Source: an optimization exercise on an open RTL-to-GDS flow (aim: small area and few clock cycles per item). Production flows keep margins and buffers that such runs may drop. Where RTL was checked, it was by simulation tests only, not by an equivalence proof against the original. For runs 1 to 4, only the layout was checked, not whether the RTL still works.

==> flow/design.v, too long to show whole: its modules and the start of the top module <==
// module rcm_cell: 1575 lines
// module rcm_clamp: 13 lines
// module rgba_color_matrix_core: 90 lines
module rgba_color_matrix_core #(
	parameter int COEF_WIDTH     = 12,
	parameter int COEF_FRAC_BITS = 8
) (
	input  logic                            clk,
	input  logic                            arst_n,
	input  logic                            in_valid,
	output logic                            in_ready,
	input  logic [rcm_pkg::CHAN_W-1:0]      in_red,
	input  logic [rcm_pkg::CHAN_W-1:0]      in_green,
	input  logic [rcm_pkg::CHAN_W-1:0]      in_blue,
	input  logic [rcm_pkg::CHAN_W-1:0]      in_alpha,
	output logic                            out_valid,
	input  logic                            out_ready,
	output logic [rcm_pkg::CHAN_W-1:0]      out_red,
	output logic [rcm_pkg::CHAN_W-1:0]      out_green,
	output logic [rcm_pkg::CHAN_W-1:0]      out_blue,
	output logic [rcm_pkg::CHAN_W-1:0]      out_alpha,
	input  logic                            cfg_valid,
	output logic                            cfg_ready,
	input  logic [rcm_pkg::CFG_IDX_W-1:0]   cfg_index,
	input  logic [rcm_pkg::CFG_DATA_W-1:0]  cfg_data
);
  // ...
==> flow/flow/run.sh <==
#!/bin/bash
# Layout flow: the standard flow, except that Yosys's synth fine step runs
# without its quick abc pass (-noabc), so that extract_fa meets the adder
# tree's xor/majority logic as the RTL writes it and maps it to full adders
# without inverters around them. Everything else (the later abc mapping, the
# flip-flop mapping, flattening, renaming, floorplan to finish) is standard,
# except that the port buffers that global placement puts on every input and
# output are sky130_fd_sc_hd__buf_1 cells (BUFFER_PORTS_ARGS).
set -euo pipefail
cd "$(dirname "$0")/.."
{
  echo 'proc synth {args} { if {[lsearch -glob $args "fine:*"] >= 0} { yosys synth -nofsm -noshare -noabc {*}$args } else { yosys synth -nofsm -noshare {*}$args } }'
  tail -n +2 synth_recipe.tcl
} > flow_synth.tcl
head -1 synth_recipe.tcl | grep -q '^proc synth' || { echo "unexpected synth_recipe.tcl" >&2; exit 1; }
sed -e "s|SYNTH_SCRIPT=[^ ]*|SYNTH_SCRIPT=$PWD/flow_synth.tcl 'BUFFER_PORTS_ARGS=-buffer_cell sky130_fd_sc_hd__buf_1'|" standard.sh > flow_standard.sh
grep -q "SYNTH_SCRIPT=$PWD/flow_synth.tcl" flow_standard.sh || { echo "could not set SYNTH_SCRIPT" >&2; exit 1; }
bash flow_standard.sh "$@" > flow_make.log 2>&1 || { tail -50 flow_make.log; exit 1; }
tail -5 flow_make.log
==> flow/standard.sh <==
#!/bin/bash
# synth_recipe.tcl (not shown) runs the flow's synth.tcl, then flattens the netlist and writes it again
# the make line also repeats each setting of config.mk as NAME=value (left out here)
make -C /OpenROAD-flow-scripts/flow DESIGN_CONFIG=/design/flow/config.mk WORK_HOME=/design/flow/orfs CLKGATE_MAP_FILE= SYNTH_SCRIPT=/design/flow/synth_recipe.tcl "${@:-finish}"
==> flow/config.mk <==
export PLATFORM = sky130hd
export DESIGN_NAME = rgba_color_matrix_core
export DESIGN_NICKNAME = rgba_color_matrix_core
export VERILOG_FILES = /design/flow/design.v
export SDC_FILE = /design/flow/constraint.sdc
export NUM_CORES = 4
export LEC_CHECK = 0
export ABC_AREA = 1
export CAP_MARGIN = 20
export CORE_MARGIN = 2
export CORE_UTILIZATION = 40
export CTS_BUF_LIST = sky130_fd_sc_hd__clkbuf_4 sky130_fd_sc_hd__clkbuf_8
export SLEW_MARGIN = 20
==> flow/constraint.sdc <==
create_clock -name core_clock -period 8.0 [get_ports {clk}]
set_input_delay 1.6000 -clock core_clock [delete_from_list [all_inputs] [get_ports {clk}]]
set_output_delay 1.6000 -clock core_clock [all_outputs]
set_load 0.01 [all_outputs]
==> summary.txt, run 1 <==
outcome -> no timing/DRC/antenna violations
Std-Cell Rows -> 131
sequential area share after synthesis -> 0.182
Max stage delay on crit path -> 0.56 ns
yosys warns -> 2
initial core utilization -> 0.402
Avg Synthesized Cell Area -> 8.37 um^2
first-pass GRT wire length -> 345,000 um
Die W -> 361 um
wire length per cell -> 30.9 um
Slew headroom -> 0.105
EDFF count, synth -> 304
global routing usage on met3 -> 0.133
Setup CP Type -> reg -> reg
hold crit path type -> reg -> reg
Clock H-tree levels -> 3
M1 GR Usage -> 0.491
max reg flops -> 240
Worst Setup Slack, final -> 0.275 ns
CTS Buf Count -> 69
Reg clk slew, reported paths -> 0.06 ns
syn nets -> 7,297
Post-Synthesis Cell Area -> 51,100 um^2
Final Cell Area -> 57,200 um^2
Top delay family on crit path -> adder cells
placed instance area -> 55,100 um^2
synth top area cells -> fa_1 35%, edfxtp_1 18%, nand2_1 14%, inv_1 5.4%, o211ai_1 5.1%
tap cells -> 1,662
Overflow after GRT -> 0
CTS tree -> done
end of the critical path -> chan_q[31]
critical path fanouts, max -> 8
main combinational cell family by area after synthesis -> adder cells
==> module rgba_color_matrix_core, before the edit <==
module rgba_color_matrix_core #(
	parameter int COEF_WIDTH     = 12,
	parameter int COEF_FRAC_BITS = 8
) (
	input  logic                            clk,
	input  logic                            arst_n,
	input  logic                            in_valid,
	output logic                            in_ready,
	input  logic [rcm_pkg::CHAN_W-1:0]      in_red,
	input  logic [rcm_pkg::CHAN_W-1:0]      in_green,
	input  logic [rcm_pkg::CHAN_W-1:0]      in_blue,
	input  logic [rcm_pkg::CHAN_W-1:0]      in_alpha,
	output logic                            out_valid,
	input  logic                            out_ready,
	output logic [rcm_pkg::CHAN_W-1:0]      out_red,
	output logic [rcm_pkg::CHAN_W-1:0]      out_green,
	output logic [rcm_pkg::CHAN_W-1:0]      out_blue,
	output logic [rcm_pkg::CHAN_W-1:0]      out_alpha,
	input  logic                            cfg_valid,
	output logic                            cfg_ready,
	input  logic [rcm_pkg::CFG_IDX_W-1:0]   cfg_index,
	input  logic [rcm_pkg::CFG_DATA_W-1:0]  cfg_data
);
	localparam int ROWS  = rcm_pkg::ROWS;
	localparam logic [COEF_WIDTH-1:0] ONE_COEF = COEF_WIDTH'(64'd1 << COEF_FRAC_BITS);
	logic [ROWS-1:0][rcm_pkg::REG_W-1:0] row_q;
	logic [ROWS-1:0][rcm_pkg::REG_W-1:0] row_eff;
	logic [ROWS-1:0]                     row_set;
	logic [ROWS-1:0][22:0]               sum;
	logic [ROWS-1:0][7:0]                chan_next;
	logic [ROWS-1:0][7:0]                chan_q;
	logic                                valid_q;
	logic                                take;
	logic [31:0]                         pix_q;
	logic [39:0]                         thr;
	logic                                pix_valid_q;
	logic                                pix_ready;
	logic [31:0]                         pix_in;
	assign cfg_ready = 1'b1;
	for (genvar r = 0; r < ROWS; r++) begin : g_rowreg
		always_ff @(posedge clk or negedge arst_n) begin
			if (!arst_n)
				row_set[r] <= 1'b0;
			else if (cfg_valid && cfg_index == 3'(r))
				row_set[r] <= 1'b1;
		end
		always_ff @(posedge clk) begin
			if (cfg_valid && cfg_index == 3'(r))
				row_q[r] <= cfg_data[rcm_pkg::REG_W-1:0];
		end
		assign row_eff[r] = row_set[r] ? row_q[r] : rcm_pkg::REG_W'(ONE_COEF) << (COEF_WIDTH * r);
	end
	for (genvar r = 0; r < ROWS; r++) begin : g_row
		rcm_cell u_cell (.c(row_eff[r]), .x(pix_q), .t(thr), .s(sum[r]));
		rcm_clamp u_clamp (.s(sum[r]), .y(chan_next[r]));
	end
	assign pix_in = {in_red, in_green, in_blue, in_alpha};
	for (genvar k = 0; k < 4; k++) begin : g_thr
		assign thr[10*k +: 10] = {2'b00, pix_q[8*k +: 8]} + {1'b0, pix_q[8*k +: 8], 1'b0};
	end
	assign in_ready  = !pix_valid_q || pix_ready;
	always_ff @(posedge clk or negedge arst_n) begin
		if (!arst_n)
			pix_valid_q <= 1'b0;
		else
			pix_valid_q <= in_valid || (pix_valid_q && !pix_ready);
	end
	always_ff @(posedge clk) begin
		if (in_valid && in_ready) begin
			pix_q <= pix_in;
		end
	end
	assign pix_ready = !valid_q || out_ready;
	assign take      = pix_valid_q && pix_ready;
	always_ff @(posedge clk or negedge arst_n) begin
		if (!arst_n)
			valid_q <= 1'b0;
		else
			valid_q <= pix_valid_q || (valid_q && !out_ready);
	end
	always_ff @(posedge clk) begin
		if (take)
			chan_q <= chan_next;
	end
	assign out_valid = valid_q;
	assign out_red   = chan_q[0];
	assign out_green = chan_q[1];
	assign out_blue  = chan_q[2];
	assign out_alpha = chan_q[3];
endmodule
==> run 2, diff against run 1 <==
--- a/flow/design.v
+++ b/flow/design.v
@@ -1637,2 +1637,4 @@
 	logic [31:0]                         pix_q;
+	logic [3:0][7:0]                     thr_in;
+	logic [3:0][7:0]                     thr_q;
 	logic [39:0]                         thr;
@@ -1661,3 +1663,6 @@
 	for (genvar k = 0; k < 4; k++) begin : g_thr
-		assign thr[10*k +: 10] = {2'b00, pix_q[8*k +: 8]} + {1'b0, pix_q[8*k +: 8], 1'b0};
+		logic [9:0] x3;
+		assign x3        = {2'b00, pix_in[8*k +: 8]} + {1'b0, pix_in[8*k +: 8], 1'b0};
+		assign thr_in[k] = x3[9:2];
+		assign thr[10*k +: 10] = {thr_q[k], pix_q[8*k+1] ^ pix_q[8*k], pix_q[8*k]};
 	end
@@ -1673,2 +1678,3 @@
 			pix_q <= pix_in;
+			thr_q <= thr_in;
 		end
--- a/flow/flow/run.sh
+++ b/flow/flow/run.sh
@@ -7,3 +7,6 @@
 # except that the port buffers that global placement puts on every input and
-# output are sky130_fd_sc_hd__buf_1 cells (BUFFER_PORTS_ARGS).
+# output are sky130_fd_sc_hd__buf_1 cells (BUFFER_PORTS_ARGS), and that Yosys
+# maps carry chains with its own Brent-Kung look-ahead instead of ORFS's
+# Kogge-Stone extra map (SYNTH_OPERATIONS_ARGS set, to a flag synth already
+# gets, so that ORFS does not add the Kogge-Stone map).
 set -euo pipefail
@@ -15,3 +18,3 @@
 head -1 synth_recipe.tcl | grep -q '^proc synth' || { echo "unexpected synth_recipe.tcl" >&2; exit 1; }
-sed -e "s|SYNTH_SCRIPT=[^ ]*|SYNTH_SCRIPT=$PWD/flow_synth.tcl 'BUFFER_PORTS_ARGS=-buffer_cell sky130_fd_sc_hd__buf_1'|" standard.sh > flow_standard.sh
+sed -e "s|SYNTH_SCRIPT=[^ ]*|SYNTH_SCRIPT=$PWD/flow_synth.tcl 'BUFFER_PORTS_ARGS=-buffer_cell sky130_fd_sc_hd__buf_1' SYNTH_OPERATIONS_ARGS=-nofsm|" standard.sh > flow_standard.sh
 grep -q "SYNTH_SCRIPT=$PWD/flow_synth.tcl" flow_standard.sh || { echo "could not set SYNTH_SCRIPT" >&2; exit 1; }
==> summary.txt, run 2 <==
final setup fails -> 0 (unchanged)
later-pin clock latency in the skew report -> 0.85 ns (was 0.81 ns)
Reg-to-Reg End -> chan_q[16] (was chan_q[31])
met3 WL post-DR -> 39,700 um (was 34,300 um)
final hold violations -> 0 (unchanged)
Vias per Instance -> 5.99 (was 6.01)
end of the critical path -> chan_q[16] (was chan_q[31])
commonest non-fill, non-tap cell in the layout -> nand2_1 (unchanged)
most frequent cells in the layout -> 1,745 x nand2_1, 944 x fa_1, 503 x inv_1, 368 x nor2_1, 336 x edfxtp_1 (was 1,956 x nand2_1, 890 x fa_1, 731 x inv_1, 480 x nor2_1, 345 x o211ai_1)
Max Fclk -> 130 MHz (was 129 MHz)
max-capacitance violation count -> 0 (unchanged)
CTS tree -> done (unchanged)
Slew Limit Fails -> 0 (unchanged)
R2R depth -> 26 (was 31)
DRC violations left -> 0 (unchanged)
Clock Tree Buf Depth -> 3 (unchanged)
max reg flops -> 240 (unchanged)
largest net degree at the start of global routing -> 65 (was 61)
critical path fanouts, max -> 26 (was 8)
CP Launch Point -> row_set[2] (was pix_q[17])
CTS Buf Count -> 71 (was 69)
postcts setup bufs -> 0 (unchanged)
I/O pin cnt -> 139 (unchanged)
EDFF count, synth -> 336 (was 304)
Synth top area share -> 0.379 (was 0.354)
DIE AREA -> 128,000 um^2 (was 131,000 um^2)
DP Wirelength -> 193,000 um (was 190,000 um)
root buffer cell -> clkbuf_8 (unchanged)
Place WS -> 0.389 ns (was 0.172 ns)
Clock H-tree levels -> 3 (unchanged)
outcome -> no timing/DRC/antenna violations (unchanged)
Worst Max-Slew Pin Slew -> 1.23 ns (was 1.34 ns)
period utilization -> 0.965 (was 0.966)
top-count cell post-synth -> nand2_1 (unchanged)
Setup CP Type -> reg -> reg (unchanged)
I/O Buffers -> 133 (unchanged)
sequential area share after synthesis -> 0.205 (was 0.182)
Mapped Cells -> 5,532 (was 6,105)
post-synthesis to final-layout area growth -> 12.0% (about the same)
Post-Synthesis Cell Area -> 49,900 um^2 (was 51,100 um^2)
Std-Cell Rows -> 129 (was 131)
fraction of layout cells with a size suffix above 1 -> 0.101 (was 0.0909)
Clock Sinks -> 342 (was 310)
R2R Path Start -> row_set[2] (was pix_q[17])
worst reg-to-reg setup slack -> 0.28 ns (about the same)
CP arrival -> 8.20 ns (was 8.29 ns)
GRT Overall Usage -> 0.386 (was 0.378)
Iteration-0 DRC Markers -> 7,145 (was 7,260)
initial core utilization -> 0.403 (was 0.402)
GP Congestion -> 1.05 (was 1.03)
clk_skew -> 0.0881 ns (was 0.0396 ns)
synth top area cells -> fa_1 38%, edfxtp_1 20%, nand2_1 13%, ha_1 4.4%, inv_1 3.8% (was fa_1 35%, edfxtp_1 18%, nand2_1 14%, inv_1 5.4%, o211ai_1 5.1%)
Main synth FF type -> edfxtp_1 (unchanged)
RSZ-0062 raised after global routing -> no
largest register by flop count -> row_q (unchanged)
initial antenna violation count -> 17 (was 37)
#FFs+latches synth -> 342 (was 310)
core area -> 124,000 um^2 (was 127,000 um^2)
DRT Pass-1 Iters -> 23 (was 8)
final hold slack -> 0.535 ns (was 0.508 ns)
Die H -> 357 um (was 361 um)
met2 wire length -> 95,800 um (was 101,000 um)
Reg clk slew, reported paths -> 0.06 ns (about the same)
Metal-1 WL -> 96,900 um (was 93,800 um)
synth cell count leaders -> 1,745 x nand2_1, 944 x fa_1, 504 x inv_1 (was 1,957 x nand2_1, 904 x fa_1, 732 x inv_1)
Setup crit end kind -> flip-flop (unchanged)
wire length per cell -> 32.6 um (was 30.9 um)
post-synthesis cell type count -> 40 (was 47)
cell taking the most area after synthesis -> fa_1 (unchanged)
CP Data Required Time -> 8.48 ns (was 8.57 ns)
DRT Wirelength -> 245,000 um (was 249,000 um)
vias in the first global route -> 43.3k (was 46.6k)
hold crit path type -> reg -> reg (unchanged)
first-pass GRT wire length -> 337,000 um (was 345,000 um)
Final Critical Period -> 7.72 ns (about the same)
Slew headroom -> 0.178 (was 0.105)
Setup crit start kind -> flip-flop (unchanged)
Synth async-reset ratio -> 0.0175 (was 0.0194)
yosys warns -> 2 (unchanged)
syn nets -> 6,756 (was 7,297)
Routed Antenna Nets -> 0 (unchanged)
Gates resized, CTS repair -> 0 (unchanged)
via count -> 45.0k (was 48.5k)
Die W -> 357 um (was 361 um)
CTS hold repair buffers -> 0 (unchanged)
Avg Synthesized Cell Area -> 9.02 um^2 (was 8.37 um^2)
TNS Setup -> 0 ns (unchanged)
nets@finish -> 7,028 (was 7,507)
fill count -> 12.0k (was 12.5k)
Worst Setup Slack, final -> 0.282 ns (was 0.275 ns)
DR top layer -> met5 (unchanged)
Overflow after GRT -> 0 (unchanged)
run 2: cell count changes after synthesis, sizes merged, moves of 16 or more:
cell,change
a21oi,+16
a22oi,+21
edfxtp,+32
fa,+40
inv,-230
nand2,-218
nand3,+73
nand4,-16
nor2,-91
o211ai,-138
o221ai,-35
run 2: worst min-delay path by stage:
stage                            from  endpoint  slack [ns]  depth (start not counted)
after floorplan           pix_valid_q   valid_q        0.45                          2
after global placement    pix_valid_q   valid_q        0.49                          2
after detailed placement  pix_valid_q   valid_q        0.52                          2
after CTS                 pix_valid_q   valid_q        0.54                          2
after global routing      pix_valid_q   valid_q        0.59                          2
final                     pix_valid_q   valid_q        0.53                          2
run 2: layer usage:
metal,up-vias,track usage
li1,18600,-
met1,22300,0.537
met2,3491,0.515
met3,550,0.169
met4,20,0.171
met5,-,0
run 2: per-stage QoR:
stage / std cells / utilization / cell area (um^2)
after floorplan: 5532 / - / 49900
after global placement: 7366 / 0.439 / 54300
after detailed placement: 7366 / 0.439 / 54300
after CTS: 7496 / 0.451 / 55800
after global routing: 7502 / 0.451 / 55900
final: 7513 / 0.452 / 55900
run 2: cell type report:
| type | count | area (um^2) | area share |
|---|---|---|---|
| Tap cell | 1637 | 2050 | 0.0366 |
| Clock buffer | 84 | 1080 | 0.0193 |
| Clock inverter | 46 | 460 | 0.00824 |
| Inverter | 529 | 1990 | 0.0355 |
| Antenna cell | 15 | 37.5 | 0.000671 |
| Timing Repair Buffer | 460 | 3390 | 0.0606 |
| Multi-Input combinational cell | 4400 | 36700 | 0.656 |
| Sequential cell | 342 | 10200 | 0.183 |
run 2: cells by family (layout without fill, tap and decap cells):
group,count (synthesis),after routing,synth area share
AND/OR/NAND/NOR,2570,2570,0.210
adder cells (fa/ha/maj),1120,1120,0.423
buffers and inverters,790,1119,0.0620
AO/OA/AOI/OAI,668,668,0.0924
flip-flops,342,342,0.205
XOR/XNOR,41,41,0.00735
other,1,16,0.0000751
run 2: worst max-delay path, stage by stage (launching register included):
cell and delay (ns):
dfrtp_2 0.70, buf_12 0.25, nand2_1 0.08, nor2_1 0.26
inv_1 0.15, o22ai_1 0.37, fa_1 0.55, fa_1 0.45
fa_1 0.42, fa_1 0.43, fa_1 0.52, fa_1 0.52
fa_1 0.51, ha_1 0.35, a21o_1 0.18, nand2_1 0.05
nand2_1 0.05, a21oi_1 0.14, nand2_2 0.12, nand3_1 0.08
nand2_1 0.06, fa_1 0.44, nor3_1 0.19, o2111ai_1 0.15
buf_4 0.20, nor2_1 0.09, a21oi_1 0.04
==> run 3, diff against run 2 <==
--- a/flow/config.mk
+++ b/flow/config.mk
@@ -10,3 +10,3 @@
 export CORE_MARGIN = 2
-export CORE_UTILIZATION = 40
+export CORE_UTILIZATION = 55
 export CTS_BUF_LIST = sky130_fd_sc_hd__clkbuf_4 sky130_fd_sc_hd__clkbuf_8
==> summary.txt, run 3 <==
outcome -> no timing/DRC/antenna violations (unchanged)
commonest non-fill, non-tap cell in the layout -> nand2_1 (unchanged)
R2R depth -> 24 (was 26)
CP arrival -> 8.19 ns (was 8.20 ns)
CTS Buf Count -> 69 (was 71)
critical path fanouts, max -> 9 (was 26)
max reg flops -> 240 (unchanged)
Setup CP Type -> reg -> reg (unchanged)
post-synthesis to final-layout area growth -> 9.64% (was 12.0%)
most frequent cells in the layout -> 1,745 x nand2_1, 944 x fa_1, 503 x inv_1, 361 x nor2_1, 336 x edfxtp_1 (was 1,745 x nand2_1, 944 x fa_1, 503 x inv_1, 368 x nor2_1, 336 x edfxtp_1)
DRC violations left -> 0 (unchanged)
Std-Cell Rows -> 110 (was 129)
largest net degree at the start of global routing -> 65 (unchanged)
RSZ-0062 raised after global routing -> no (unchanged)
fin cells -> 7,006 (was 7,513)
CP Data Required Time -> 8.45 ns (was 8.48 ns)
Routed Antenna Nets -> 0 (unchanged)
Hold Startpoint -> pix_valid_q (unchanged)
Hold Path Cell Cnt -> 2 (unchanged)
DP Wirelength -> 169,000 um (was 193,000 um)
Reg clk slew, reported paths -> 0.06 ns (about the same)
top-count cell post-synth -> nand2_1 (unchanged)
worst reg-to-reg setup slack -> 0.25 ns (was 0.28 ns)
largest register by flop count -> row_q (unchanged)
multi-input logic area -> 36,700 um^2 (about the same)
post-synthesis cell type count -> 40 (unchanged)
CTS tree -> done (unchanged)
GRT Overall Usage -> 0.483 (was 0.386)
Slew Limit Fails -> 0 (unchanged)
CTS hold repair buffers -> 0 (unchanged)
DIE AREA -> 93,200 um^2 (was 128,000 um^2)
max-capacitance violation count -> 0 (unchanged)
hold crit path type -> reg -> reg (unchanged)
R2R Path Start -> pix_q[19] (was row_set[2])
vias in the first global route -> 44.0k (was 43.3k)
Vias per Instance -> 6.46 (was 5.99)
I/O Buffers -> 133 (unchanged)
Synth async-reset ratio -> 0.0175 (unchanged)
I/O pin cnt -> 139 (unchanged)
DRT Wirelength -> 223,000 um (was 245,000 um)
final hold slack -> 0.528 ns (was 0.535 ns)
Avg Synthesized Cell Area -> 9.02 um^2 (unchanged)
later-pin clock latency in the skew report -> 0.75 ns (was 0.85 ns)
initial core utilization -> 0.554 (was 0.403)
#FFs+latches synth -> 342 (unchanged)
Setup crit end kind -> flip-flop (unchanged)
final setup fails -> 0 (unchanged)
fraction of layout cells with a size suffix above 1 -> 0.0953 (was 0.101)
root buffer cell -> clkbuf_8 (unchanged)
Max Fclk -> 129 MHz (was 130 MHz)
synth top area cells -> fa_1 38%, edfxtp_1 20%, nand2_1 13%, ha_1 4.4%, inv_1 3.8% (unchanged)
Setup crit start kind -> flip-flop (unchanged)
EDFF count, synth -> 336 (unchanged)
GRT busiest layer -> met2 (was met1)
DRT Pass-1 Iters -> 9 (was 23)
Slew headroom -> 0.0552 (was 0.178)
met2 Usage GRT -> 0.673 (was 0.515)
Overflow after GRT -> 0 (unchanged)
sequential area share after synthesis -> 0.205 (unchanged)
final hold violations -> 0 (unchanged)
core area -> 90,000 um^2 (was 124,000 um^2)
Reg-to-Reg End -> chan_q[10] (was chan_q[16])
GP Congestion -> 1.06 (was 1.05)
Synth top area share -> 0.379 (unchanged)
Clock Sinks -> 342 (unchanged)
period utilization -> 0.968 (was 0.965)
yosys warns -> 2 (unchanged)
initial antenna violation count -> 34 (was 17)
Final Critical Period -> 7.75 ns (was 7.72 ns)
Reg area -> 10,300 um^2 (was 10,200 um^2)
wire length per cell -> 31.8 um (was 32.6 um)
Iteration-0 DRC Markers -> 6,910 (was 7,145)
Clock Tree Buf Depth -> 3 (unchanged)
global routing usage on met3 -> 0.186 (was 0.169)
nets@finish -> 6,972 (was 7,028)
cell taking the most area after synthesis -> fa_1 (unchanged)
first-pass GRT wire length -> 314,000 um (was 337,000 um)
syn nets -> 6,756 (unchanged)
fill count -> 7,861 (was 12.0k)
Clock H-tree levels -> 3 (unchanged)
M1 GR Usage -> 0.618 (was 0.537)
Die H -> 305 um (was 357 um)
Die W -> 305 um (was 357 um)
Worst Max-Slew Pin Slew -> 1.42 ns (was 1.23 ns)
TNS Setup -> 0 ns (unchanged)
DP Cell Count -> 6,852 (was 7,366)
Post-Synthesis Cell Area -> 49,900 um^2 (unchanged)
Worst Hold End -> valid_q (unchanged)
clk_skew -> 0.0367 ns (was 0.0881 ns)
Main synth FF type -> edfxtp_1 (unchanged)
synth cell count leaders -> 1,745 x nand2_1, 944 x fa_1, 504 x inv_1 (unchanged)
Mapped Cells -> 5,532 (unchanged)
via count -> 45.2k (was 45.0k)
==> run 3: critical path: stages, from the launching register on <==
cell and delay [ns]:
edfxtp_1 0.38, clkinv_1 0.75, buf_4 0.43, buf_4 0.18, o211ai_1 0.35, fa_1 0.51
fa_1 0.47, fa_1 0.56, fa_1 0.45, fa_1 0.51, fa_1 0.53, ha_1 0.36
a21o_1 0.18, nand2_1 0.05, nand2_1 0.04, a21oi_1 0.14, nand2_2 0.12, nand3_1 0.08
nand2_1 0.06, fa_1 0.44, nor3_1 0.17, o2111ai_1 0.26, buf_4 0.25, nor2_1 0.09
a21oi_1 0.06
==> run 3: metal layers <==
metal  vias up  routed length [um]
met3       975               34600
met1     21700               77800
met2      3962               90500
met5         -                 204
li1      18500                   -
met4        30               19800
==> run 3: cells by family after synthesis <==
family          after synthesis  share of synthesized area
flops                       342                      0.205
other cells                   1                  0.0000751
simple gates               2570                      0.210
fa+ha+maj                  1120                      0.423
buf+inv                     790                     0.0620
compound gates              668                     0.0924
xor+xnor                     41                    0.00735
==> run 3: final cells by class <==
cell class / count / area share
multi-input cells: 4400 / 0.671
well taps: 1176 / 0.0269
flip-flops and latches: 342 / 0.187
inverters: 529 / 0.0363
clock buffers: 87 / 0.0198
repair buffers: 406 / 0.0520
diodes: 29 / 0.00133
clock inverters: 37 / 0.00551
==> run 3: worst max path at each step <==
stage | endpoint | depth (start not counted) | from | slack, ns
final | chan_q[10] | 24 | pix_q[19] | 0.25
after global routing | chan_q[0] | 25 | row_set[0] | 0.02
after CTS | chan_q[10] | 27 | row_set[1] | 0.28
after detailed placement | chan_q[10] | 27 | row_set[1] | 0.25
after global placement | chan_q[14] | 27 | row_set[1] | 0.35
after floorplan | chan_q[24] | 26 | row_set[3] | 1.17
==> run 3: repair_timing <==
item                                    CTS  global route
endpoints found under the hold margin     0             0
endpoints found under the setup margin    0            20
resized for setup                         0            16
setup buffers                             0             0
==> run 3: metrics by stage <==
stage | instance area (um^2) | setup slack, ns | utilization
finish | 54700 | 0.253 | 0.608
global route | 54600 | 0.0239 | 0.607
CTS | 54600 | 0.277 | 0.606
detailed placement | 53200 | 0.253 | 0.591
global placement | 53100 | 0.347 | 0.590
floorplan | 49900 | 1.17 | -
==> run 4, diff against run 3 <==
==> flow/flow/run.sh (replaced) <==
#!/bin/bash
# Layout flow: the standard flow with these changes to synthesis:
#  - Yosys's synth fine step runs without its quick abc pass (-noabc), so
#    extract_fa meets the adder tree's xor/majority logic as the RTL writes it
#    and maps it to full adders without inverters around them;
#  - the final abc technology mapping uses flow/abc_map.script, ORFS's area
#    script without its buffering and sizing (OpenROAD's repair does those),
#  - Yosys maps carry chains with its own Brent-Kung look-ahead instead of
#    ORFS's Kogge-Stone extra map (SYNTH_OPERATIONS_ARGS set to a flag synth
#    already gets, so that ORFS does not add the Kogge-Stone map).
# Global placement's port buffers are sky130_fd_sc_hd__buf_1 cells
# (BUFFER_PORTS_ARGS). Flip-flop mapping, flattening, renaming and the layout
# steps are standard.
set -euo pipefail
cd "$(dirname "$0")/.."
W=$PWD
head -1 synth_recipe.tcl | grep -q '^proc synth' || { echo "unexpected synth_recipe.tcl line 1" >&2; exit 1; }
sed -n 2p synth_recipe.tcl | grep -q 'source \$::env(SCRIPTS_DIR)/synth.tcl' || { echo "unexpected synth_recipe.tcl line 2" >&2; exit 1; }
grep -q '^  log_cmd abc {\*}\$abc_args$' "$FLOW_HOME/scripts/synth.tcl" || { echo "unexpected synth.tcl" >&2; exit 1; }
sed 's|^  log_cmd abc {\*}\$abc_args$|  log_cmd abc {*}[lreplace $abc_args 1 1 '"$W"'/flow/abc_map.script]|' "$FLOW_HOME/scripts/synth.tcl" > flow_synth_orfs.tcl
{
  echo 'proc synth {args} { if {[lsearch -glob $args "fine:*"] >= 0} { yosys synth -nofsm -noshare -noabc {*}$args } else { yosys synth -nofsm -noshare {*}$args } }'
  echo "source $W/flow_synth_orfs.tcl"
  tail -n +3 synth_recipe.tcl
} > flow_synth.tcl
sed "s|SYNTH_SCRIPT=[^ ]*|SYNTH_SCRIPT=$W/flow_synth.tcl 'BUFFER_PORTS_ARGS=-buffer_cell sky130_fd_sc_hd__buf_1' SYNTH_OPERATIONS_ARGS=-nofsm|" standard.sh > flow_standard.sh
grep -q "SYNTH_SCRIPT=$W/flow_synth.tcl" flow_standard.sh || { echo "could not set SYNTH_SCRIPT" >&2; exit 1; }
bash flow_standard.sh "$@" > flow_make.log 2>&1 || { tail -50 flow_make.log; exit 1; }
tail -5 flow_make.log
==> flow/flow/abc_map.script (new file) <==
strash
dch
map -B 0.9
topo
--- a/flow/config.mk
+++ b/flow/config.mk
@@ -7,6 +7,5 @@
 export LEC_CHECK = 0
-export ABC_AREA = 1
 export CAP_MARGIN = 20
 export CORE_MARGIN = 2
-export CORE_UTILIZATION = 55
+export CORE_UTILIZATION = 40
 export CTS_BUF_LIST = sky130_fd_sc_hd__clkbuf_4 sky130_fd_sc_hd__clkbuf_8
==> summary.txt, run 4 <==
outcome -> no timing/DRC/antenna violations (unchanged)
Slew headroom -> 0.113 (was 0.0552)
Main synth FF type -> edfxtp_1 (unchanged)
DRT Pass-1 Iters -> 7 (was 9)
root buffer cell -> clkbuf_8 (unchanged)
Final Critical Period -> 7.74 ns (was 7.75 ns)
syn nets -> 6,496 (was 6,756)
hold crit path type -> reg -> reg (unchanged)
GP Congestion -> 1.00 (was 1.06)
sequential area share after synthesis -> 0.211 (was 0.205)
Die W -> 352 um (was 305 um)
initial core utilization -> 0.404 (was 0.554)
R2R Path Start -> pix_q[7] (was pix_q[19])
fin cells -> 7,528 (was 7,006)
clk_skew -> 0.0739 ns (was 0.0367 ns)
wire length per cell -> 30.9 um (was 31.8 um)
nets@finish -> 7,055 (was 6,972)
Reg area -> 10,200 um^2 (was 10,300 um^2)
first-pass GRT wire length -> 323,000 um (was 314,000 um)
#FFs+latches synth -> 342 (unchanged)
top-count cell post-synth -> nand2_1 (unchanged)
largest register by flop count -> row_q (unchanged)
Post-Synthesis Cell Area -> 48,400 um^2 (was 49,900 um^2)
commonest non-fill, non-tap cell in the layout -> nand2_1 (unchanged)
EDFF count, synth -> 336 (unchanged)
RSZ-0062 raised after global routing -> no (unchanged)
Worst Setup Slack, final -> 0.260 ns (was 0.253 ns)
DRC violations left -> 0 (unchanged)
Place WS -> 0.215 ns (was 0.253 ns)
CP arrival -> 8.26 ns (was 8.19 ns)
fill count -> 11.6k (was 7,861)
DRT Wirelength -> 233,000 um (was 223,000 um)
Clock Tree Buf Depth -> 3 (unchanged)
I/O Buffers -> 133 (unchanged)
period utilization -> 0.967 (was 0.968)
Reg-to-Reg End -> chan_q[9] (was chan_q[10])
CP Data Required Time -> 8.52 ns (was 8.45 ns)
Worst Hold End -> valid_q (unchanged)
later-pin clock latency in the skew report -> 0.81 ns (was 0.75 ns)
fraction of layout cells with a size suffix above 1 -> 0.0878 (was 0.0953)
multi-input logic area -> 36,300 um^2 (was 36,700 um^2)
cell taking the most area after synthesis -> fa_1 (unchanged)
Clock Sinks -> 342 (unchanged)
Hold Startpoint -> pix_valid_q (unchanged)
Synth top area share -> 0.390 (was 0.379)
I/O pin cnt -> 139 (unchanged)
via count -> 44.8k (was 45.2k)
post-synthesis cell type count -> 27 (was 40)
Die H -> 352 um (was 305 um)
core area -> 120,000 um^2 (was 90,000 um^2)
Routed Antenna Nets -> 0 (unchanged)
Synth async-reset ratio -> 0.0175 (unchanged)
worst reg-to-reg setup slack -> 0.26 ns (was 0.25 ns)
Core Util, Final -> 0.463 (was 0.608)
max reg flops -> 240 (unchanged)
critical path fanouts, max -> 12 (was 9)
synth cell count leaders -> 1,765 x nand2_1, 944 x fa_1, 529 x clkinv_1 (was 1,745 x nand2_1, 944 x fa_1, 504 x inv_1)
CTS hold repair buffers -> 0 (unchanged)
Setup crit end kind -> flip-flop (unchanged)
most frequent cells in the layout -> 1,765 x nand2_1, 944 x fa_1, 535 x clkinv_1, 450 x nor2_1, 336 x edfxtp_1 (was 1,745 x nand2_1, 944 x fa_1, 503 x inv_1, 361 x nor2_1, 336 x edfxtp_1)
Reg clk slew, reported paths -> 0.06 ns (about the same)
GRT Overall Usage -> 0.373 (was 0.483)
Mapped Cells -> 5,272 (was 5,532)
final hold violations -> 0 (unchanged)
Setup crit start kind -> flip-flop (unchanged)
R2R depth -> 22 (was 24)
DP Wirelength -> 176,000 um (was 169,000 um)
initial antenna violation count -> 32 (was 34)
DP Cell Count -> 7,360 (was 6,852)
Iteration-0 DRC Markers -> 6,097 (was 6,910)
largest net degree at the start of global routing -> 65 (unchanged)
yosys warns -> 2 (unchanged)
vias in the first global route -> 44.4k (was 44.0k)
max-capacitance violation count -> 0 (unchanged)
final setup fails -> 0 (unchanged)
Avg Synthesized Cell Area -> 9.19 um^2 (was 9.02 um^2)
CTS tree -> done (unchanged)
DIE AREA -> 124,000 um^2 (was 93,200 um^2)
Clock H-tree levels -> 3 (unchanged)
Slew Limit Fails -> 0 (unchanged)
TNS Setup -> 0 ns (unchanged)
Std-Cell Rows -> 127 (was 110)
post-synthesis to final-layout area growth -> 14.7% (was 9.64%)
synth top area cells -> fa_1 39%, edfxtp_1 21%, nand2_1 14%, ha_1 4.5%, clkinv_1 4.1% (was fa_1 38%, edfxtp_1 20%, nand2_1 13%, ha_1 4.4%, inv_1 3.8%)
Worst Max-Slew Pin Slew -> 1.32 ns (was 1.42 ns)
Vias per Instance -> 5.95 (was 6.46)
CTS Buf Count -> 73 (was 69)
Setup CP Type -> reg -> reg (unchanged)
Max Fclk -> 129 MHz (about the same)
Overflow after GRT -> 0 (unchanged)
Hold Path Cell Cnt -> 2 (unchanged)
[run 4: final cells by class]
cell class,count,area share
diodes,28,0.00126
clock buffers,91,0.0211
repair buffers,485,0.0621
flip-flops and latches,342,0.184
clock inverters,41,0.00558
well taps,1612,0.0363
multi-input cells,4400,0.653
inverters,529,0.0359
[run 4: per-stage QoR]
stage	area, um^2	hold WS (ns)
finish	55600	0.559
global route	55500	0.584
CTS	55400	0.561
detailed placement	53900	0.552
global placement	53900	0.544
floorplan	48500	0.482
[run 4: worst max path at each step]
| stage | startpoint | to | slack (ns) |
|---|---|---|---|
| after floorplan | row_set[3] | chan_q[24] | 0.01 |
| after global placement | pix_q[28] | chan_q[16] | 0.27 |
| after detailed placement | pix_q[28] | chan_q[16] | 0.21 |
| after CTS | pix_q[28] | chan_q[21] | 0.14 |
| after global routing | row_set[0] | chan_q[1] | 0.01 |
| final | pix_q[7] | chan_q[9] | 0.26 |
[run 4: kinds of logic (layout without fill, tap and decap cells)]
| logic type | after synthesis | after routing | synth area share |
|---|---|---|---|
| adder cells (fa/ha/maj) | 1120 | 1120 | 0.436 |
| flip-flops | 342 | 342 | 0.211 |
| XOR/XNOR | 41 | 41 | 0.00742 |
| AND/OR/NAND/NOR | 2570 | 2570 | 0.209 |
| other | 1 | 29 | 0.0000774 |
| buffers and inverters | 530 | 1146 | 0.0412 |
| AO/OA/AOI/OAI | 668 | 668 | 0.0955 |
[run 4: critical path, cell delays in order, from the launching register on]
cell and delay [ns]:
edfxtp_1 0.35, clkinv_1 1.01, buf_4 0.56, o22ai_1 0.29
fa_1 0.50, fa_1 0.52, fa_1 0.45, fa_1 0.50
fa_1 0.54, fa_1 0.50, ha_1 0.35, a21o_2 0.21
nand2_1 0.05, nand2_1 0.04, a21oi_1 0.11, nand2_1 0.15
buf_4 0.17, fa_1 0.44, nor3_1 0.19, o2111ai_1 0.18
buf_4 0.21, nor2_1 0.10, a21oi_1 0.05
[run 4: what timing repair did]
| item | CTS | global route |
|---|---|---|
| buffers inserted | 0 | 7 |
| endpoints found under the hold margin | 0 | 0 |
| resized for setup | 0 | 9 |
| setup endpoints to repair | 0 | 24 |
[run 4: routing by layer]
metal | vias up | GRT usage | routed length [um]
met3 | 691 | 0.145 | 32800
met1 | 22100 | 0.479 | 86800
met4 | 18 | 0.235 | 16600
li1 | 18800 | - | -
met5 | - | 0 | 115
met2 | 3309 | 0.525 | 96100
==> run 5, diff against run 4 <==
--- a/flow/design.v
+++ b/flow/design.v
@@ -1645,2 +1645,4 @@
 	for (genvar r = 0; r < ROWS; r++) begin : g_rowreg
+		logic row_we;
+		assign row_we = cfg_valid && cfg_index == 3'(r);
 		always_ff @(posedge clk or negedge arst_n) begin
@@ -1648,3 +1650,3 @@
 				row_set[r] <= 1'b0;
-			else if (cfg_valid && cfg_index == 3'(r))
+			else if (row_we)
 				row_set[r] <= 1'b1;
@@ -1652,6 +1654,8 @@
 		always_ff @(posedge clk) begin
-			if (cfg_valid && cfg_index == 3'(r))
+			if (row_we)
 				row_q[r] <= cfg_data[rcm_pkg::REG_W-1:0];
+			else if (!row_set[r])
+				row_q[r] <= rcm_pkg::REG_W'(ONE_COEF) << (COEF_WIDTH * r);
 		end
-		assign row_eff[r] = row_set[r] ? row_q[r] : rcm_pkg::REG_W'(ONE_COEF) << (COEF_WIDTH * r);
+		assign row_eff[r] = row_q[r];
 	end
--- a/flow/config.mk
+++ b/flow/config.mk
@@ -9,3 +9,3 @@
 export CORE_MARGIN = 2
-export CORE_UTILIZATION = 40
+export CORE_UTILIZATION = 55
 export CTS_BUF_LIST = sky130_fd_sc_hd__clkbuf_4 sky130_fd_sc_hd__clkbuf_8
==> summary.txt, run 5 <==
largest register by flop count -> row_q (unchanged)
most frequent cells in the layout -> 1,420 x nand2_1, 944 x fa_1, 701 x clkinv_1, 465 x nor2_1, 362 x o221ai_1 (was 1,765 x nand2_1, 944 x fa_1, 535 x clkinv_1, 450 x nor2_1, 336 x edfxtp_1)
Max stage delay on crit path -> 0.57 ns (was 1.01 ns)
I/O pin cnt -> 139 (unchanged)
synth cell count leaders -> 1,424 x nand2_1, 944 x fa_1, 702 x clkinv_1 (was 1,765 x nand2_1, 944 x fa_1, 529 x clkinv_1)
yosys warns -> 2 (unchanged)
Hold Startpoint -> row_set[3] (was pix_valid_q)
sequential area share after synthesis -> 0.212 (was 0.211)
CTS Buf Count -> 67 (was 73)
Hold Path Cell Cnt -> 2 (unchanged)
Setup crit start kind -> flip-flop (unchanged)
period utilization -> 0.963 (was 0.967)
Worst Hold End -> row_set[3] (was valid_q)
fraction of layout cells with a size suffix above 1 -> 0.0557 (was 0.0878)
multi-input logic area -> 35,500 um^2 (was 36,300 um^2)
final setup fails -> 0 (unchanged)
vias in the first global route -> 42.7k (was 44.4k)
CP most frequent cell -> fa_1 (unchanged)
first-pass GRT wire length -> 297,000 um (was 323,000 um)
final hold slack -> 0.496 ns (was 0.559 ns)
nets@finish -> 6,647 (was 7,055)
max-capacitance violation count -> 0 (unchanged)
GP Congestion -> 1.05 (was 1.00)
initial antenna violation count -> 21 (was 32)
syn nets -> 6,282 (was 6,496)
Slew Limit Fails -> 0 (unchanged)
Reg clk slew, reported paths -> 0.06 ns (about the same)
Routed Antenna Nets -> 0 (unchanged)
Main synth FF type -> edfxtp_1 (unchanged)
Die H -> 301 um (was 352 um)
Mapped Cells -> 5,058 (was 5,272)
DRT Wirelength -> 211,000 um (was 233,000 um)
met3 WL post-DR -> 34,000 um (was 32,800 um)
Setup crit end kind -> flip-flop (unchanged)
Overflow after GRT -> 0 (unchanged)
initial core utilization -> 0.556 (was 0.404)
CP arrival -> 8.14 ns (was 8.26 ns)
wire length per cell -> 31.7 um (was 30.9 um)
Clock Sinks -> 342 (unchanged)
Synth async-reset ratio -> 0.0175 (unchanged)
CP max-delay cell -> fa_1 (was clkinv_1)
Iteration-0 DRC Markers -> 6,162 (was 6,097)
Worst Max-Slew Pin Slew -> 1.22 ns (was 1.32 ns)
clk_skew -> 0.0510 ns (was 0.0739 ns)
R2R Path Start -> pix_q[25] (was pix_q[7])
Core Util, Final -> 0.613 (was 0.463)
CTS hold repair buffers -> 0 (unchanged)
top-count cell post-synth -> nand2_1 (unchanged)
I/O Buffers -> 133 (unchanged)
DR top layer -> met5 (unchanged)
DP Wirelength -> 159,000 um (was 176,000 um)
Post-Synthesis Cell Area -> 48,400 um^2 (about the same)
cell taking the most area after synthesis -> fa_1 (unchanged)
Slew headroom -> 0.188 (was 0.113)
worst reg-to-reg setup slack -> 0.29 ns (was 0.26 ns)
Avg Synthesized Cell Area -> 9.57 um^2 (was 9.19 um^2)
Synth top area share -> 0.390 (about the same)
Metal-1 WL -> 73,200 um (was 86,800 um)
GRT Overall Usage -> 0.474 (was 0.373)
synth top area cells -> fa_1 39%, edfxtp_1 21%, nand2_1 11%, o221ai_1 6.6%, clkinv_1 5.4% (was fa_1 39%, edfxtp_1 21%, nand2_1 14%, ha_1 4.5%, clkinv_1 4.1%)
largest net degree at the start of global routing -> 65 (unchanged)
#FFs+latches synth -> 342 (unchanged)
met2 wire length -> 85,300 um (was 96,100 um)
later-pin clock latency in the skew report -> 0.76 ns (was 0.81 ns)
hold crit path type -> reg -> reg (unchanged)
post-synthesis to final-layout area growth -> 10.3% (was 14.7%)
CTS tree -> done (unchanged)
RSZ-0062 raised after global routing -> no (unchanged)
commonest non-fill, non-tap cell in the layout -> nand2_1 (unchanged)
Setup CP Type -> reg -> reg (unchanged)
Max Fclk -> 130 MHz (was 129 MHz)
Clock Tree Buf Depth -> 3 (unchanged)
CP Data Required Time -> 8.44 ns (was 8.52 ns)
Std-Cell Rows -> 108 (was 127)
R2R depth -> 22 (unchanged)
TNS Setup -> 0 ns (unchanged)
critical path fanouts, max -> 9 (was 12)
Reg area -> 10,200 um^2 (about the same)
max reg flops -> 240 (unchanged)
root buffer cell -> clkbuf_8 (unchanged)
Vias per Instance -> 6.51 (was 5.95)
via count -> 43.3k (was 44.8k)
EDFF count, synth -> 336 (unchanged)
Clock H-tree levels -> 3 (unchanged)
Worst Setup Slack, final -> 0.294 ns (was 0.260 ns)
DRT Pass-1 Iters -> 9 (was 7)
DRC violations left -> 0 (unchanged)
final hold violations -> 0 (unchanged)
Place WS -> 0.233 ns (was 0.215 ns)
outcome -> no timing/DRC/antenna violations (unchanged)
post-synthesis cell type count -> 26 (was 27)
DIE AREA -> 90,400 um^2 (was 124,000 um^2)
CP Launch Point -> pix_q[25] (was pix_q[7])
core area -> 87,000 um^2 (was 120,000 um^2)
Final Critical Period -> 7.71 ns (was 7.74 ns)
Die W -> 301 um (was 352 um)
fill count -> 7,495 (was 11.6k)
Reg-to-Reg End -> chan_q[4] (was chan_q[9])
CP cell instances -> clkinv_1, buf_4, o221ai_1, fa_1, fa_1, fa_1, ha_1, fa_1, fa_1, fa_1, ha_1, nand4_1, nor3_1, nand2_1, nand2_1, nand3_1, nand2_1, fa_1, nor3_1, nand4_1, nor2_1, a21oi_1 (was clkinv_1, buf_4, o22ai_1, fa_1, fa_1, fa_1, fa_1, fa_1, fa_1, ha_1, a21o_2, nand2_1, nand2_1, a21oi_1, nand2_1, buf_4, fa_1, nor3_1, o2111ai_1, buf_4, nor2_1, a21oi_1)
## run 5: metrics by stage
step / area (um^2) / std cells
4_1_cts: 53300 / 6629
2_1_floorplan: 48400 / 5058
6_report: 53400 / 6659
3_5_place_dp: 51900 / 6507
5_1_grt: 53300 / 6636
3_3_place_gp: 51800 / 6506
## run 5: area by class of cell
| class | count | share of cell area |
|---|---|---|
| Multi-Input combinational cell | 4013 | 0.666 |
| Timing Repair Buffer | 297 | 0.0379 |
| Clock inverter | 42 | 0.00677 |
| Clock buffer | 80 | 0.0196 |
| Tap cell | 1155 | 0.0271 |
| Antenna cell | 28 | 0.00131 |
| Inverter | 702 | 0.0498 |
| Sequential cell | 342 | 0.192 |
## run 5: cells by family after synthesis
logic type	after synthesis	synth area share
AO/OA/AOI/OAI	749	0.116
buffers and inverters	703	0.0546
flip-flops	342	0.212
XOR/XNOR	118	0.0214
AND/OR/NAND/NOR	2025	0.161
other	1	0.0000775
adder cells (fa/ha/maj)	1120	0.436
## run 5: metal layers
metal,track usage,up-vias
met5,0.00847,-
met4,0.335,28
met3,0.205,827
met2,0.648,3664
li1,-,17800
met1,0.602,21000
## run 5: how the worst max path moves through the flow
stage	to
final	chan_q[4]
after global routing	chan_q[20]
after CTS	chan_q[4]
after detailed placement	chan_q[4]
after global placement	chan_q[19]
after floorplan	chan_q[24]
## run 5: repair_timing
action                     in CTS  in global routing
setup endpoints to repair       0                 32
setup buffers                   0                  2
gates resized for setup         0                  6
## run 5: worst max-delay path, delay by kind of cell, from the launching register on
kind	cells	cell delay, ns
adders and majority gates	9	4.19
and+or+nand+nor	9	1.56
buffers and inverters	2	0.83
DFF	1	0.47
AOI/OAI and AO/OA	2	0.35
Testbench counts of run 5, summed over its fixed seeds: cycles 8,384, items 8,192.
==> run 6, diff against run 5 <==
--- a/flow/config.mk
+++ b/flow/config.mk
@@ -9,3 +9,3 @@
 export CORE_MARGIN = 2
-export CORE_UTILIZATION = 55
+export CORE_UTILIZATION = 40
 export CTS_BUF_LIST = sky130_fd_sc_hd__clkbuf_4 sky130_fd_sc_hd__clkbuf_8
==> summary.txt, run 6 <==
outcome -> no timing/DRC/antenna violations (unchanged)
top-count cell post-synth -> nand2_1 (unchanged)
placed instance area -> 52,600 um^2 (was 51,900 um^2)
Synth Area in Compound Gates -> 0.116 (unchanged)
Routed Antenna Nets -> 0 (unchanged)
Worst Max-Slew Pin Slew -> 1.26 ns (was 1.22 ns)
hold crit path type -> reg -> reg (unchanged)
period utilization -> 0.947 (was 0.963)
EDFF count, synth -> 336 (unchanged)
later-pin clock latency in the skew report -> 0.78 ns (was 0.76 ns)
first-pass GRT wire length -> 308,000 um (was 297,000 um)
initial antenna violation count -> 23 (was 21)
mux contribution to synthesized area -> 0 (unchanged)
CP Launch Point -> pix_q[31] (was pix_q[25])
root buffer cell -> clkbuf_8 (unchanged)
synth top area cells -> fa_1 39%, edfxtp_1 21%, nand2_1 11%, o221ai_1 6.6%, clkinv_1 5.4% (unchanged)
CP most frequent cell -> fa_1 (unchanged)
fraction of layout cells with a size suffix above 1 -> 0.0605 (was 0.0557)
wire length per cell -> 30.7 um (was 31.7 um)
DIE AREA -> 124,000 um^2 (was 90,400 um^2)
Setup crit end kind -> flip-flop (unchanged)
yosys warns -> 2 (unchanged)
core area -> 120,000 um^2 (was 87,000 um^2)
Adder-Cell Fraction of Synth Area -> 0.436 (unchanged)
commonest non-fill, non-tap cell in the layout -> nand2_1 (unchanged)
Buf+Inv Stages, Crit Path -> 4 (was 2)
CTS tree -> done (unchanged)
Main synth FF type -> edfxtp_1 (unchanged)
Slew headroom -> 0.163 (was 0.188)
vias in the first global route -> 42.3k (was 42.7k)
cell taking the most area after synthesis -> fa_1 (unchanged)
Max Fclk -> 132 MHz (was 130 MHz)
Clock H-tree levels -> 3 (unchanged)
Max stage delay on crit path -> 0.74 ns (was 0.57 ns)
Clock Sinks -> 342 (unchanged)
Die W -> 352 um (was 301 um)
R2R depth -> 25 (was 22)
Die H -> 352 um (was 301 um)
Vias per Instance -> 6.04 (was 6.51)
Avg Synthesized Cell Area -> 9.57 um^2 (unchanged)
max reg flops -> 240 (unchanged)
WP depth -> 25 (was 22)
Core Util, Final -> 0.452 (was 0.613)
Worst Setup Slack, final -> 0.422 ns (was 0.294 ns)
post-synthesis cell type count -> 26 (unchanged)
DRC violations left -> 0 (unchanged)
Synth async-reset ratio -> 0.0175 (unchanged)
Synth top area share -> 0.390 (unchanged)
max-capacitance violation count -> 0 (unchanged)
Final Cell Area -> 54,300 um^2 (was 53,400 um^2)
I/O pin cnt -> 139 (unchanged)
most frequent cells in the layout -> 1,420 x nand2_1, 944 x fa_1, 700 x clkinv_1, 465 x nor2_1, 362 x o221ai_1 (was 1,420 x nand2_1, 944 x fa_1, 701 x clkinv_1, 465 x nor2_1, 362 x o221ai_1)
sequential area share after synthesis -> 0.212 (unchanged)
Slew Limit Fails -> 0 (unchanged)
worst reg-to-reg setup slack -> 0.42 ns (was 0.29 ns)
critical path fanouts, max -> 12 (was 9)
#FFs+latches synth -> 342 (unchanged)
Final Critical Period -> 7.58 ns (was 7.71 ns)
CP max-delay cell -> edfxtp_1 (was fa_1)
CTS hold repair buffers -> 0 (unchanged)
largest net degree at the start of global routing -> 65 (unchanged)
CP Data Required Time -> 8.48 ns (was 8.44 ns)
DRT Wirelength -> 219,000 um (was 211,000 um)
Std-Cell Rows -> 127 (was 108)
final setup fails -> 0 (unchanged)
Mapped Cells -> 5,058 (unchanged)
Iteration-0 DRC Markers -> 6,186 (was 6,162)
nets@finish -> 6,670 (was 6,647)
RSZ-0062 raised after global routing -> no (unchanged)
synth cell count leaders -> 1,424 x nand2_1, 944 x fa_1, 702 x clkinv_1 (unchanged)
Reg clk slew, reported paths -> 0.06 ns (about the same)
final hold violations -> 0 (unchanged)
DRT Pass-1 Iters -> 8 (was 9)
Top delay family on crit path -> adder cells (unchanged)
Reg-to-Reg End -> chan_q[28] (was chan_q[4])
Place WS -> 0.131 ns (was 0.233 ns)
end of the critical path -> chan_q[28] (was chan_q[4])
CTS Buf Count -> 70 (was 67)
Overflow after GRT -> 0 (unchanged)
Synth Area in XOR/XNOR -> 0.0214 (unchanged)
Clock Tree Buf Depth -> 3 (unchanged)
CP arrival -> 8.06 ns (was 8.14 ns)
initial core utilization -> 0.403 (was 0.556)
via count -> 43.1k (was 43.3k)
syn nets -> 6,282 (unchanged)
largest register by flop count -> row_q (unchanged)
main combinational cell family by area after synthesis -> adder cells (unchanged)
DP Wirelength -> 169,000 um (was 159,000 um)
TNS Setup -> 0 ns (unchanged)
clk_skew -> 0.0598 ns (was 0.0510 ns)
GRT Overall Usage -> 0.359 (was 0.474)
Setup CP Type -> reg -> reg (unchanged)
Post-Synthesis Cell Area -> 48,400 um^2 (unchanged)
Setup crit start kind -> flip-flop (unchanged)
post-synthesis to final-layout area growth -> 12.1% (was 10.3%)
I/O Buffers -> 133 (unchanged)
Post-Synth Simple-Gate Area -> 0.161 (unchanged)
R2R Path Start -> pix_q[31] (was pix_q[25])
GP Congestion -> 1.02 (was 1.05)
==> run 6: area by class of cell <==
cell class,instances,area [um^2]
diodes,14,35.0
clock buffers,98,1220
clock inverters,31,309
fillers,11600,65700
inverters,702,2670
multi-input cells,4013,35500
flip-flops and latches,342,10200
well taps,1612,2020
repair buffers,317,2230
==> run 6: what timing repair did <==
action,CTS,global route
endpoints found under the hold margin,0,0
buffers inserted,0,6
gates resized for setup,0,9
endpoints found under the setup margin,0,32
==> run 6: cells by family (layout without fill, tap and decap cells) <==
logic type	count (synthesis)	after routing
adders and majority gates	1120	1120
and+or+nand+nor	2025	2025
xor gates and xnor gates	118	118
other	1	15
AOI/OAI and AO/OA	749	749
DFF	342	342
buffers and inverters	703	1148
==> run 6: worst min-delay path by stage <==
stage               cells after the start   startpoint  endpoint  slack [ns]
global route                            2  pix_valid_q   valid_q        0.59
CTS                                     2  pix_valid_q   valid_q        0.57
detailed placement                      2  pix_valid_q   valid_q        0.56
floorplan                               2  pix_valid_q   valid_q        0.48
finish                                  2  pix_valid_q   valid_q        0.56
global placement                        2  pix_valid_q   valid_q        0.53
==> run 6: per-stage QoR <==
step | hold slack [ns] | instances
after detailed placement | 0.557 | 6979
after floorplan | 0.482 | 5058
final | 0.559 | 7129
after global routing | 0.594 | 7116
after CTS | 0.567 | 7108
after global placement | 0.533 | 6978
==> run 6: routing by layer <==
metal  share of wire  vias up  GRT usage
met2            0.40     3312      0.491
met1            0.37    21200      0.472
met5         0.00099        -          0
met3            0.15      683      0.142
li1                -    17800          -
met4           0.075       32      0.226
==> run 6: worst reg2reg max path, stage by stage, from the launching register on <==
cell and delay [ns]:
edfxtp_1 0.74, clkinv_1 0.23, buf_4 0.26, o221ai_1 0.29, fa_1 0.52, fa_1 0.48, fa_1 0.52, fa_1 0.47
fa_1 0.49, fa_1 0.51, fa_1 0.49, ha_1 0.35, nand2_1 0.07, nand2_1 0.05, clkinv_1 0.04, o21ai_0 0.07
a21oi_1 0.13, nand2_1 0.19, nand2_1 0.11, nand2_1 0.09, fa_1 0.49, nor3_1 0.19, o2111ai_1 0.18, buf_4 0.21
nor2_1 0.08, a21oi_1 0.05
==> run 7, diff against run 6 <==
--- a/flow/design.v
+++ b/flow/design.v
@@ -1644,3 +1644,6 @@
 	assign cfg_ready = 1'b1;
+	logic [rcm_pkg::REG_W-1:0] cfg_row;
+	assign cfg_row = cfg_valid ? cfg_data[rcm_pkg::REG_W-1:0] : '0;
 	for (genvar r = 0; r < ROWS; r++) begin : g_rowreg
+		localparam logic [rcm_pkg::REG_W-1:0] ID_ROW = rcm_pkg::REG_W'(ONE_COEF) << (COEF_WIDTH * r);
 		logic row_we;
@@ -1654,6 +1657,4 @@
 		always_ff @(posedge clk) begin
-			if (row_we)
-				row_q[r] <= cfg_data[rcm_pkg::REG_W-1:0];
-			else if (!row_set[r])
-				row_q[r] <= rcm_pkg::REG_W'(ONE_COEF) << (COEF_WIDTH * r);
+			if (row_we || (!row_set[r] && !cfg_valid))
+				row_q[r] <= cfg_row | (cfg_valid ? '0 : ID_ROW);
 		end
--- a/flow/config.mk
+++ b/flow/config.mk
@@ -9,3 +9,3 @@
 export CORE_MARGIN = 2
-export CORE_UTILIZATION = 40
+export CORE_UTILIZATION = 52
 export CTS_BUF_LIST = sky130_fd_sc_hd__clkbuf_4 sky130_fd_sc_hd__clkbuf_8
==> summary.txt, run 7 <==
Clock Sinks -> 342 (unchanged)
root buffer cell -> clkbuf_8 (unchanged)
largest net degree at the start of global routing -> 65 (unchanged)
TNS Setup -> 0 ns (unchanged)
DR top layer -> met5 (unchanged)
Max stage delay on crit path -> 0.91 ns (was 0.74 ns)
Overflow after GRT -> 0 (unchanged)
cell taking the most area after synthesis -> fa_1 (unchanged)
Top delay family on crit path -> adder cells (unchanged)
commonest non-fill, non-tap cell in the layout -> nand2_1 (unchanged)
Post-Synthesis Cell Area -> 47,400 um^2 (was 48,400 um^2)
top-count cell post-synth -> nand2_1 (unchanged)
Clock Tree Buf Depth -> 3 (unchanged)
CP most frequent cell -> fa_1 (unchanged)
most frequent cells in the layout -> 1,314 x nand2_1, 944 x fa_1, 667 x clkinv_1, 403 x o221ai_1, 336 x edfxtp_1 (was 1,420 x nand2_1, 944 x fa_1, 700 x clkinv_1, 465 x nor2_1, 362 x o221ai_1)
CTS hold repair buffers -> 0 (unchanged)
period utilization -> 0.971 (was 0.947)
EDFF count, synth -> 336 (unchanged)
Avg Synthesized Cell Area -> 10.1 um^2 (was 9.57 um^2)
clk_skew -> 0.0322 ns (was 0.0598 ns)
DRC violations left -> 0 (unchanged)
Worst Max-Slew Pin Slew -> 1.12 ns (was 1.26 ns)
initial core utilization -> 0.526 (was 0.403)
DRT Wirelength -> 210,000 um (was 219,000 um)
synth top area cells -> fa_1 40%, edfxtp_1 21%, nand2_1 10%, o221ai_1 7.4%, clkinv_1 5.2% (was fa_1 39%, edfxtp_1 21%, nand2_1 11%, o221ai_1 6.6%, clkinv_1 5.4%)
CP arrival -> 8.21 ns (was 8.06 ns)
DIE AREA -> 93,700 um^2 (was 124,000 um^2)
Buf+Inv Stages, Crit Path -> 1 (was 4)
post-synthesis to final-layout area growth -> 10.9% (was 12.1%)
final setup fails -> 0 (unchanged)
RSZ-0062 raised after global routing -> no (unchanged)
Die H -> 306 um (was 352 um)
wire length per cell -> 33.1 um (was 30.7 um)
Synth async-reset ratio -> 0.0175 (unchanged)
Slew Limit Fails -> 0 (unchanged)
largest register by flop count -> row_q (unchanged)
#FFs+latches synth -> 342 (unchanged)
core area -> 90,100 um^2 (was 120,000 um^2)
I/O pin cnt -> 139 (unchanged)
Setup crit end kind -> flip-flop (unchanged)
max reg flops -> 240 (unchanged)
met3 WL post-DR -> 34,100 um (was 33,800 um)
initial antenna violation count -> 26 (was 23)
sequential area share after synthesis -> 0.216 (was 0.212)
Std-Cell Rows -> 110 (was 127)
Max Fclk -> 129 MHz (was 132 MHz)
nets@finish -> 6,310 (was 6,670)
CP cell instances -> clkinv_1, o221ai_1, fa_1, fa_1, fa_1, fa_1, fa_1, fa_1, ha_1, nand4_1, nor3_1, nand2_1, nand2_1, nand3_1, nand2_1, fa_1, nor3_1, o2111ai_1, nor2_1, a21oi_1
DRT Pass-1 Iters -> 6 (was 8)
post-synthesis cell type count -> 26 (unchanged)
Setup crit start kind -> flip-flop (unchanged)
CP Data Required Time -> 8.44 ns (was 8.48 ns)
vias in the first global route -> 40.9k (was 42.3k)
synth cell count leaders -> 1,314 x nand2_1, 944 x fa_1, 653 x clkinv_1 (was 1,424 x nand2_1, 944 x fa_1, 702 x clkinv_1)
CP max-delay cell -> o221ai_1 (was edfxtp_1)
hold crit path type -> reg -> reg (unchanged)
Slew headroom -> 0.246 (was 0.163)
Metal-1 WL -> 76,600 um (was 80,400 um)
Reg clk slew, reported paths -> 0.06 ns (about the same)
final hold slack -> 0.538 ns (was 0.559 ns)
outcome -> no timing/DRC/antenna violations (unchanged)
Main synth FF type -> edfxtp_1 (unchanged)
met2 wire length -> 84,200 um (was 87,900 um)
CTS Buf Count -> 72 (was 70)
CTS tree -> done (unchanged)
Final Critical Period -> 7.77 ns (was 7.58 ns)
first-pass GRT wire length -> 295,000 um (was 308,000 um)
DP Wirelength -> 162,000 um (was 169,000 um)
critical path fanouts, max -> 15 (was 12)
via count -> 41.5k (was 43.1k)
yosys warns -> 2 (unchanged)
I/O Buffers -> 133 (unchanged)
GRT Overall Usage -> 0.455 (was 0.359)
max-capacitance violation count -> 0 (unchanged)
Clock H-tree levels -> 3 (unchanged)
Routed Antenna Nets -> 0 (unchanged)
Mapped Cells -> 4,714 (was 5,058)
Setup CP Type -> reg -> reg (unchanged)
GP Congestion -> 1.04 (was 1.02)
later-pin clock latency in the skew report -> 0.75 ns (was 0.78 ns)
Synth top area share -> 0.398 (was 0.390)
Vias per Instance -> 6.53 (was 6.04)
final hold violations -> 0 (unchanged)
Die W -> 306 um (was 352 um)
fraction of layout cells with a size suffix above 1 -> 0.0595 (was 0.0605)
Iteration-0 DRC Markers -> 6,328 (was 6,186)
syn nets -> 5,938 (was 6,282)
-- run 7: repair_timing --
action                                 4_1_cts  5_1_grt
gates resized for setup                      0        3
endpoints found under the hold margin        0        0
setup endpoints to repair                    0        8
setup buffers                                0        2
-- run 7: logic make-up after synthesis --
group / share of synthesized area
xor+xnor: 0.0216
other cells: 0.0000791
fa+ha+maj: 0.445
simple gates: 0.133
flops: 0.216
buf+inv: 0.0518
compound gates: 0.133
-- run 7: worst reg2reg max path: stages, from the launching register on --
cell,delay [ns]
edfxtp_1,0.37
clkinv_1,0.86
o221ai_1,0.94
fa_1,0.36
fa_1,0.44
fa_1,0.50
fa_1,0.51
fa_1,0.51
fa_1,0.54
ha_1,0.32
nand4_1,0.17
nor3_1,0.17
nand2_1,0.07
nand2_1,0.16
nand3_1,0.09
nand2_1,0.08
fa_1,0.41
nor3_1,0.19
o2111ai_1,0.46
nor2_1,0.25
a21oi_1,0.06
-- run 7: per-layer routing --
layer	vias to the layer above	GRT usage
met1	20500	0.595
met4	20	0.278
met5	-	0
met2	3359	0.616
met3	689	0.205
li1	17000	-
-- run 7: area by class of cell --
type / instances / area (um^2)
flip-flops and latches: 342 / 10200
diodes: 35 / 87.6
inverters: 653 / 2460
fillers: 7973 / 37500
clock inverters: 47 / 399
multi-input cells: 3718 / 34800
well taps: 1176 / 1470
repair buffers: 299 / 2060
clock buffers: 83 / 1090
-- run 7: final timing paths --
check / slack (ns) / cells past startpoint / end / start
min in group asynchronous: 0.77 / 1 / row_set[0] / arst_n
min: 0.54 / 2 / row_set[0] / row_set[0]
max in group asynchronous: 6.95 / 1 / row_set[2] / arst_n
min reg2reg: 0.54 / 2 / row_set[0] / row_set[0]
max reg2reg: 0.23 / 20 / chan_q[9] / pix_q[10]
max: 0.23 / 20 / chan_q[9] / pix_q[10]
-- run 7: per-stage QoR --
| stage | cell area [um^2] | setup WS, ns | cells | util |
|---|---|---|---|---|
| 2_1_floorplan | 47400 | 0.660 | 4714 | - |
| 3_3_place_gp | 51000 | 0.377 | 6186 | 0.566 |
| 3_5_place_dp | 51000 | 0.286 | 6186 | 0.566 |
| 4_1_cts | 52500 | 0.255 | 6316 | 0.582 |
| 5_1_grt | 52500 | 0.0156 | 6330 | 0.583 |
| 6_report | 52600 | 0.233 | 6353 | 0.583 |
Testbench counts of run 7, summed over its fixed seeds: cycles 8,384, items 8,192.

[port drivers added, routing unchanged]
How much do the figures lean on ideal ports? The routed layouts below were timed once more, with nothing changed but the port constraints. Step 1, drivers: a clkbuf_16 drives clk and a buf_2 each remaining input, both assumed. Step 2 times the ports against the registers' clock, not the clock port: input delays grow and output delays shrink by t, the midpoint of the rising clock arrivals with the driver on. a / b / c = ideal / step 1 / step 2; a / b = the first two.
| run | shift t [ns] | setup WS [ns] | pins driven straight from the clock port |
|---|---|---|---|
| run 1 | 0.867 | 0.275 / 0.275 / 0.275 | 1 |
| run 2 | 0.876 | 0.282 / 0.282 / 0.282 | 1 |
| run 3 | 0.803 | 0.253 / 0.253 / 0.253 | 1 |
| run 4 | 0.852 | 0.260 / 0.260 / 0.260 | 1 |
| run 5 | 0.811 | 0.294 / 0.294 / 0.294 | 1 |
| run 6 | 0.820 | 0.422 / 0.422 / 0.422 | 1 |
| run 7 | 0.807 | 0.233 / 0.233 / 0.233 | 1 |
After both steps setup and hold are still met in every run listed.
